Context: an optimization exercise on an open-source flow, tuned for small area, a short achievable clock period and few clock cycles per item. The choices shown serve that exercise and are no tape-out recipe. The RTL was checked by simulation tests, not by an equivalence proof against the original design.

==> inputs of v25 <==
Design stepper_ramp_period_generator, start of the top module:
module stepper_ramp_period_generator (
	input  wire logic        clk,
	input  wire logic        arst_n,
	input  wire logic        s_tvalid,
	output logic             s_tready,
	input  wire logic [31:0] s_tdata,    
	input  wire logic        s_tuser,    
	output logic             m_tvalid,
	input  wire logic        m_tready,
	output logic      [23:0] m_tdata,    
	output logic             m_tlast,    
	input  wire logic        cfg_we,
	input  wire logic [1:0]  cfg_index,
	input  wire logic [55:0] cfg_data
);
clock: 12.0 ns
lec_check: 0
abc_area: 1
cap_margin: 20
core_margin: 2
core_utilization: 40
setup_slack_margin: 5
slew_margin: 20
tns_end_percent: 0
run.sh (not shown) runs the stock make flow with config.mk's settings and CLKGATE_MAP_FILE= SYNTH_SCRIPT=/design/flow/synth_recipe.tcl, a recipe that flattens the netlist after the stock synthesis.
==> v24: changes against v25 <==
--- a/flow/design.v
+++ b/flow/design.v
@@ -26,18 +26,16 @@
 `default_nettype wire
 `default_nettype none
 import srpg_pkg::*;
 module srpg_datapath (
 	input  wire logic        clk,
 	input  wire logic        arst_n,
 	input  wire logic        restart,    
 	input  wire logic        commit,     
-	input  wire logic        park,       
-	input  wire logic [31:0] spec_nx,    
 	input  wire logic        guess_bound,  
 	input  wire logic [31:0] guess_val,
 	input  wire logic [31:0] p_nx,       
 	input  wire logic        ramp_up,    
 	input  wire logic [31:0] period,
 	input  wire logic [55:0] accel_m,
 	output logic             ready,
 	output logic [31:0]      r_fast,     
@@ -80,23 +78,21 @@
 		.b   (op_b),
 		.c   (addend),
 		.cin (cin),
 		.y   (mac)
 	);
 	logic gsat, hnz;
 	assign gsat = acc > 65'h1_FFFF_FFFD;
 	assign hnz  = gen ? acc[64:1] != '0 : (!acc[64] && acc[63:33] != '0);
-	assign go = restart || commit;
+	assign go = restart;
 	always_comb begin
 		st_nx = '0;
 		if (go) begin
-			if (park) begin
-				st_nx[ES_RDY] = 1'b1;
-			end else if (commit && st[ES_RDY] && sv && p_nx == op_a) begin
+			if (commit && st[ES_RDY] && sv && p_nx == op_a) begin
 				st_nx[ES_A0] = 1'b1;
 			end else begin
 				st_nx[ES_P2] = 1'b1;
 			end
 		end else begin
 			case (1'b1)
 				st[ES_RDY]: st_nx[ES_RDY] = 1'b1;
 				st[ES_P2]: st_nx[ES_A0] = 1'b1;
@@ -115,17 +111,17 @@
 				st[ES_FB]: st_nx[ES_RL] = 1'b1;
 				st[ES_RL]: st_nx[ES_R0] = 1'b1;
 				st[ES_R0]: if (hnz && !(gen && gsat)) st_nx[ES_R1] = 1'b1; else st_nx[ES_RDY] = 1'b1;
 				st[ES_R1]: st_nx[ES_RDY] = 1'b1;
 				default:   st_nx[ES_RDY] = 1'b1;
 			endcase
 		end
 	end
-	assign acc_en = st[ES_RDY] ? commit : !(st[ES_QL] || st[ES_RL]);
+	assign acc_en = st[ES_RDY] ? go : !(st[ES_QL] || st[ES_RL]);
 	assign acc_nx = acc_en ? mac : acc;
 	always_comb begin
 		x_nx = x;
 		if (!go) begin
 			if (st[ES_A0] || st[ES_FA] || st[ES_R0]) x_nx = acc[63:0];
 			if (st[ES_A3] || st[ES_FB]) x_nx[31:0] = acc[31:0];
 			if (st[ES_Q0]) x_nx = q ^ {64{ramp_up && q[63:32] == '0}};
 			if (st[ES_Q2]) x_nx = x ^ {64{ramp_up}};
@@ -138,20 +134,17 @@
 	assign s_q     = st_nx[ES_Q0] && !st[ES_QL];
 	assign s_hi    = st_nx[ES_F] || (!go && st_nx[ES_RDY] && (st[ES_R0] || st[ES_R1]) && !guess_bound);
 	assign s_f0    = st_nx[ES_R0] && st[ES_F];
 	assign s_early = !(s_lo || s_q || s_hi || s_f0);
 	always_comb begin
 		early_a = '0;
 		early_b = '0;
 		if (go) begin
-			if (st_nx[ES_RDY]) begin
-				early_a = spec_nx;
-				early_b = spec_nx;
-			end else if (st_nx[ES_P2]) begin
+			if (st_nx[ES_P2]) begin
 				early_a = p_nx;
 				early_b = p_nx;
 			end else begin
 				early_b = m0;      
 			end
 		end else if (st_nx[ES_RDY] && (st[ES_R0] || st[ES_R1])) begin
 			early_a = guess_val;
 			early_b = guess_val;
@@ -201,17 +194,17 @@
 	end
 	always_ff @(posedge clk or negedge arst_n) begin
 		if (!arst_n) begin
 			st <= ES_N'(1) << ES_RDY;
 			sv <= 1'b0;
 		end else begin
 			st <= st_nx;
 			if (go) begin
-				sv <= park;
+				sv <= 1'b0;
 			end else if (st[ES_R0] || st[ES_R1]) begin
 				sv <= 1'b1;
 			end
 		end
 	end
 	always_ff @(posedge clk) begin
 		acc  <= acc_nx;
 		x    <= x_nx;
@@ -4966,33 +4959,35 @@
 	input  wire logic [55:0] cfg_data
 );
 	logic [15:0] base_q, target_q;
 	logic [55:0] accel_m_q;
 	logic [31:0] accel_dist_q;
 	logic [31:0] steps_done_q, steps_left_q, period_q;
 	logic [2:0]  phase_q;         
 	logic        up_q;            
+	logic        eng_ok;          
+	logic        up_nx, restart, out_begin_q;
 	logic        gb_q, gh_q;      
-	logic        rep_q, rep_nx;   
 	logic        out_valid_q;
 	logic [2:0]  out_phase_q;
 	logic        accept, is_ramp, is_next, left_nz;
-	logic [31:0] lo_bound, hi_bound, np, r_val, p_nx, spec_nx;
+	logic [31:0] lo_bound, hi_bound, np, r_val, p_nx;
 	logic        below, above;
-	logic        eng_ready, r_fix;
+	logic        eng_ready, eng_ready_dp, r_fix;
 	logic [31:0] r_fast, r_fixed;
 	logic [31:0] done_nx, left_nx, dist_nx;
 	logic [15:0] base_nx, target_nx;
 	logic [2:0]  phase_nx;
 	assign lo_bound = {target_q, 16'b0};
 	assign hi_bound = {base_q, 16'b0};
 	assign is_ramp  = phase_q == PH_UP || phase_q == PH_DOWN;
+	assign eng_ready = eng_ready_dp && eng_ok;
 	assign left_nz  = steps_left_q != '0;
-	assign s_tready = (!is_ramp || rep_q || eng_ready) && (!out_valid_q || m_tready);
+	assign s_tready = (!is_ramp || eng_ready) && (!out_valid_q || m_tready);
 	assign accept   = s_tvalid && s_tready;
 	assign is_next  = s_tuser;
 	assign r_val = r_fix ? r_fixed : r_fast;
 	assign below = r_val < lo_bound;
 	assign above = r_val > hi_bound;
 	always_comb begin
 		if (phase_q == PH_CRUISE) begin
 			np = lo_bound;
@@ -5033,33 +5028,31 @@
 		end else if (done_nx <= dist_nx) begin
 			phase_nx = PH_UP;
 		end else if (left_nx <= dist_nx) begin
 			phase_nx = PH_DOWN;
 		end else begin
 			phase_nx = PH_CRUISE;
 		end
 	end
-	assign p_nx    = (accept && !(is_next && is_ramp && rep_q)) ? (is_next ? np : '0) : period_q;
-	assign rep_nx  = accept && is_next && is_ramp && (rep_q || np == period_q) && phase_nx == phase_q;
-	assign spec_nx = rep_nx ? period_q : (phase_nx == PH_CRUISE) ? {target_nx, 16'b0} : {base_nx, 16'b0};
+	assign p_nx    = accept ? (is_next ? np : hi_bound) : period_q;
+	assign up_nx   = !(phase_nx == PH_CRUISE || phase_nx == PH_DOWN);
+	assign restart = cfg_we || (accept && (!eng_ok || p_nx != period_q || up_nx != up_q));
 	srpg_datapath u_dp (
 		.clk     (clk),
 		.arst_n  (arst_n),
-		.restart (cfg_we),
+		.restart (restart),
 		.commit  (accept),
-		.park    (!(phase_nx == PH_UP || phase_nx == PH_DOWN) || rep_nx),
-		.spec_nx (spec_nx),
 		.guess_bound (gb_q),
 		.guess_val (gh_q ? hi_bound : lo_bound),
 		.p_nx    (p_nx),
 		.ramp_up (up_q),
 		.period  (period_q),
 		.accel_m (accel_m_q),
-		.ready   (eng_ready),
+		.ready   (eng_ready_dp),
 		.r_fast  (r_fast),
 		.r_fix   (r_fix),
 		.r_fixed (r_fixed)
 	);
 	always_ff @(posedge clk or negedge arst_n) begin
 		if (!arst_n) begin
 			base_q       <= 16'hFFFF;
 			target_q     <= 16'd1000;
@@ -5075,43 +5068,44 @@
 		end
 	end
 	always_ff @(posedge clk or negedge arst_n) begin
 		if (!arst_n) begin
 			steps_done_q <= '0;
 			steps_left_q <= '0;
 			phase_q      <= PH_START;
 			up_q         <= 1'b0;
+			eng_ok       <= 1'b0;
 			gb_q         <= 1'b0;
-			rep_q        <= 1'b0;
 			gh_q         <= 1'b0;
 			out_valid_q  <= 1'b0;
 		end else begin
 			if (accept) begin
 				out_valid_q <= 1'b1;
 			end else if (m_tready) begin
 				out_valid_q <= 1'b0;
 			end
 			if (accept || cfg_we) begin
 				phase_q <= phase_nx;
-				up_q    <= phase_nx == PH_UP;
+				up_q    <= up_nx;
+				eng_ok  <= 1'b1;
 				gb_q    <= (phase_nx == PH_UP && p_nx == {target_nx, 16'b0})
 				        || (phase_nx == PH_DOWN && p_nx == {base_nx, 16'b0});
 				gh_q    <= phase_nx == PH_DOWN;
-				rep_q   <= rep_nx;
 			end
 			if (accept) begin
 				steps_done_q <= done_nx;
 				steps_left_q <= left_nx;
 			end
 		end
 	end
 	always_ff @(posedge clk) begin
 		period_q <= p_nx;
 		if (accept) begin
 			out_phase_q  <= is_next ? phase_q : PH_START;
+			out_begin_q  <= !is_next;
 		end
 	end
 	assign m_tvalid = out_valid_q;
-	assign m_tdata  = {5'b0, out_phase_q, period_q[31:16]};
+	assign m_tdata  = {5'b0, out_phase_q, out_begin_q ? 16'd0 : period_q[31:16]};
 	assign m_tlast  = !left_nz;
 endmodule
 `default_nettype wire
- SETUP_SLACK_MARGIN: 5 -> 4.5
==> v19: changes against v25 <==
- SETUP_SLACK_MARGIN: 5 -> 4.5
==> results.toml <==
[critical_path]
path_depth = 40
cp_slowest_stage_delay_ns = 0.52
cp_max_fo = 33

[layout]
seq_cells = 441

[cts]
path_clk_slew_ns = 0.07

[yosys]
ys_seq_area_frac = 0.182

[route]
initialDrtViolationCount = 11100

[place]
dp.cells = 10500

[status]
status = "finished clean"

[global_route]
globalRouteMet2Util = 0.682
That was v19.
==> results.toml <==
[critical_path]
path_depth = 28
cp_slowest_stage_delay_ns = 0.79
cp_max_fo = 37

[yosys]
synth_mux_area_frac = 0.00521

[status]
status = "finished clean"

[floorplanning]
die_w_um = 396

[route]
initialDrtViolationCount = 10900

[cts]
cts_buffers = 59
path_clk_slew_ns = 0.07

[layout]
final_area_um2 = 72500

[hold_path]
worst_hold_path.endpoint = "eng_ok"

[place]
dp.cells = 10500

[global_route]
globalRouteTotalUtil = 0.463
globalRouteMet2Util = 0.656
That was v24.
==> results.toml <==
[critical_path]
cp_max_fo = 26
crit_end = "u_dp.op_a[11]"
path_depth = 41

[route]
initialDrtViolationCount = 11600

[cts]
path_clk_slew_ns = 0.06
root_buffer = "clkbuf_16"

[layout]
n_all_buffers = 754
drive_gt1_frac = 0.175
seq_cells = 441

[place]
dpl-instance-area_um2 = 65700

[status]
status = "finished clean"
That was v25.
Testbench counts of v25, summed over its fixed seeds: cycles 86,652, items 21,940.
Testbench counts of v24, summed over its fixed seeds: cycles 84,664, items 21,940.
Testbench counts of v19, summed over its fixed seeds: cycles 86,652, items 21,940.

separate check: timing with driven ports:
The flow's constraints put no driver on any port. The routed layouts listed below were extracted and timed again, unchanged, in two steps. Step 1, drivers: a clkbuf_16 drives clk and a buf_2 each remaining input, both assumed. Step 2 times the ports against the registers' clock, not the clock port: input delays grow and output delays shrink by t, the midpoint of the rising clock arrivals with the driver on. a / b / c = ideal ports / drivers / drivers and shift; a / b = the first two.
| run | shift t [ns] | setup WS [ns] | worst hold slack (ns) | worst setup path at the end | worst data-port slew with drivers (ns) |
|---|---|---|---|---|---|
| v25 | 0.759 | 4.917 / 4.917 / 4.247 | 0.480 / 0.480 / 0.480 | input to register | 0.09 |
| v24 | 0.788 | 4.423 / 4.423 / 3.777 | 0.479 / 0.479 / 0.479 | input to register | 0.08 |
| v19 | 0.755 | 4.460 / 4.460 / 4.057 | 0.480 / 0.480 / 0.480 | input to register | 0.08 |
After both steps setup and hold are still met in every run listed. The setup slack of v25, which loses most, moves by 0.000 ns with the drivers and by -0.670 ns with both steps.
